Context: an optimization exercise on an open-source flow, tuned for small area and a short achievable clock period. The choices shown serve that exercise and are no tape-out recipe.
In this exercise RTL edits were held to simulation tests only and were not proved equivalent to the original.
The clock port is modelled as an ideal driver; clocking choices that lean on that would not hold on a real chip.
Power figures rest on the tool's default switching activity, not on a simulated workload.

## exp/lagoon
==> flow/design.v (excerpt) <==
module exec_stage (
    input  logic               clk,
    input  logic               rst,
    input  logic               valid_i,
    input  exec_pkg::alu_op_t  alu_op_i,
    input  exec_pkg::src_a_t   src_a_i,
    input  exec_pkg::src_b_t   src_b_i,
    input  exec_pkg::fwd_t     fwd_a_i,
    input  exec_pkg::fwd_t     fwd_b_i,
    input  exec_pkg::fwd_t     fwd_st_i,
    input  logic               spc_clr_i,
    input  exec_pkg::word_t    rs_i,
    input  exec_pkg::word_t    rt_i,
    input  exec_pkg::word_t    ext_i,
    input  exec_pkg::word_t    pc_i,
    input  exec_pkg::word_t    fw_alu_i,
    input  exec_pkg::word_t    fw_mem_i,
    output logic               valid_o,
    output exec_pkg::word_t    result_o,
    output exec_pkg::word_t    store_data_o,
    output exec_pkg::word_t    spc_o
);
Settings: LEC_CHECK=0, CAP_MARGIN=20, CORE_MARGIN=2, CORE_UTILIZATION=50, CTS_BUF_LIST=sky130_fd_sc_hd__clkbuf_8, CTS_CLUSTER_DIAMETER=50, CTS_CLUSTER_SIZE=16, SETUP_SLACK_MARGIN=2.4, SLEW_MARGIN=20; clock period 4.5 ns.
standard.sh (not shown) runs the stock make flow with config.mk's settings and CLKGATE_MAP_FILE= SYNTH_SCRIPT=/design/flow/synth_recipe.tcl, a recipe that flattens the netlist after the stock synthesis.
==> flow/flow/run.sh <==
#!/bin/bash
# The standard layout with two changes:
#  - Yosys's ABC step maps for area with the script in flow/area.abc
#    (registers, their names and cell types are untouched)
#  - no full/half adder cell extraction (ADDER_MAP_FILE empty)
#  - the resizer may swap cells of any footprint (MATCH_CELL_FOOTPRINT=0)
#  - every port gets the smallest buffer, sky130_fd_sc_hd__buf_1
# Each tool's output goes to a log file in this folder.
set -euo pipefail
HERE=$(pwd)

# synthesis script: the standard flow's, with the ABC script swapped
sed -e 's#^source \$::env(SCRIPTS_DIR)/synth_preamble.tcl$#&\nset abc_args [lreplace $abc_args 1 1 $::env(MY_ABC_SCRIPT)]#' \
    "$FLOW_HOME/scripts/synth.tcl" > my_synth_body.tcl
grep -q MY_ABC_SCRIPT my_synth_body.tcl
sed -e "s#^source \$::env(SCRIPTS_DIR)/synth.tcl\$#source $HERE/my_synth_body.tcl#" \
    synth_recipe.tcl > my_synth_recipe.tcl
grep -q my_synth_body my_synth_recipe.tcl

sed -e "s#SYNTH_SCRIPT=[^ ]*#SYNTH_SCRIPT=$HERE/my_synth_recipe.tcl MATCH_CELL_FOOTPRINT=0#" standard.sh > my_standard.sh
grep -q my_synth_recipe my_standard.sh

export MY_ABC_SCRIPT="$HERE/flow/map.abc"
export BUFFER_PORTS_ARGS="-buffer_cell sky130_fd_sc_hd__buf_1"
export ADDER_MAP_FILE=""
# after CTS: the result register's clock arrives later (flow/skew.tcl)
export POST_CTS_TCL="$HERE/flow/skew.tcl"
export SKEW_STAGES=2
export SKEW_CELL=sky130_fd_sc_hd__clkbuf_4
bash my_standard.sh > flow.log 2>&1
==> flow/flow/map.abc <==
&get -n
&st
&dch
&nf
&put
topo
stime -c
Other scripts of this flow, unchanged in this note and not shown: flow/flow/skew.tcl
exp/lagoon: all stages complete, timing, DRC and antenna checks passed
--- input diff exp/lagoon..exp/cedar ---
Settings: changing SETUP_SLACK_MARGIN from 2.4 to 2.2.
diff --git a/flow/flow/run.sh b/flow/flow/run.sh
--- a/flow/flow/run.sh
+++ b/flow/flow/run.sh
@@ -2,4 +2,7 @@
-# The standard layout with two changes:
-#  - Yosys's ABC step maps for area with the script in flow/area.abc
-#    (registers, their names and cell types are untouched)
-#  - no full/half adder cell extraction (ADDER_MAP_FILE empty)
+# The standard layout (standard.sh, ORFS) with these changes:
+#  - synthesis: the ABC mapping step runs flow/map.abc (a delay-driven
+#    &nf mapping with area recovery) instead of ORFS's abc_speed script,
+#    and no full/half adder cells are extracted (ADDER_MAP_FILE empty), so
+#    the RTL's prefix adder reaches ABC as gates. Registers, their names
+#    and cell types are as in the standard flow's synthesis.
+#  - every port gets the smallest buffer, sky130_fd_sc_hd__buf_1
@@ -7,2 +10,5 @@
-#  - every port gets the smallest buffer, sky130_fd_sc_hd__buf_1
-# Each tool's output goes to a log file in this folder.
+#  - after CTS, flow/skew.tcl gives the result register (result_o) a later
+#    clock through extra clock buffers, lending time to the paths from the
+#    operand registers into it, then repairs timing again
+# Each tool's output goes to a log file in this folder (flow.log, and
+# ORFS's per-step logs under orfs/logs).
==> flow/flow/map.abc <==
&get -n
&st
&dch
&nf
&st
&dch
&nf
&put
topo
stime -c
Findings:
exp/lagoon reports its highest routed metal layer as met4 while exp/cedar reports met5.
Delta(synthesized cell count, exp/cedar - exp/lagoon) < 0
The final critical-path share of the clock period reported for exp/cedar is greater than that of exp/lagoon by 1.7 points.
Routed wire length was lower in exp/cedar than in exp/lagoon.
exp/cedar vs exp/lagoon: cell row count down slightly
[inputs] exp/nickel vs exp/cedar
Settings: SETUP_SLACK_MARGIN changed from 2.2 to 2.1.
==> flow/flow/map.abc <==
&get -n
&st
&dch
&nf
&put
topo
stime -c
--- outcome ---
exp/nickel finished every stage and its layout cleared the timing, design-rule and antenna checks.
exp/nickel vs. exp/cedar: portion of total power attributed to the clock network went up by 2.9 points.
Looking at register-to-register slack, exp/nickel sits below exp/cedar.
Cmp exp/cedar and exp/nickel / met1 usage in global routing / lower: exp/nickel
Area: exp/nickel vs exp/cedar -> exp/nickel smaller
Compared to exp/cedar, exp/nickel has die extent in y 0.76% higher.
Area added between synthesis and finish ended up 5.6 points lower on exp/nickel than on exp/cedar.

-- port drivers added, routing unchanged --
In the flow no input, the clock included, has a driving cell. The finished layouts below were timed again as built, in two steps. Step 1: set_driving_cell puts a clkbuf_16 on clk and a buf_2 on each other input, an assumption about the parent block. Step 2 also shifts input and output timing later by t, the mid clock arrival at the registers, as if the neighbouring blocks saw the same clock. Three values: ideal, step 1, step 2; two values: the first two.
run | t (ns) | setup slack, ns | worst setup path after step 2 | clock arrival spread, ns
exp/lagoon | 0.766 | 2.247 / 2.237 / 1.471 | input to register | 0.299 / 0.299
exp/cedar | 0.742 | 2.170 / 2.164 / 1.422 | input to register | 0.282 / 0.282
exp/nickel | 0.744 | 2.155 / 2.150 / 1.406 | input to register | 0.290 / 0.290
After both steps every run listed still meets setup and hold. The setup slack of exp/lagoon, which loses most, moves by -0.010 ns with the drivers and by -0.776 ns with both steps.
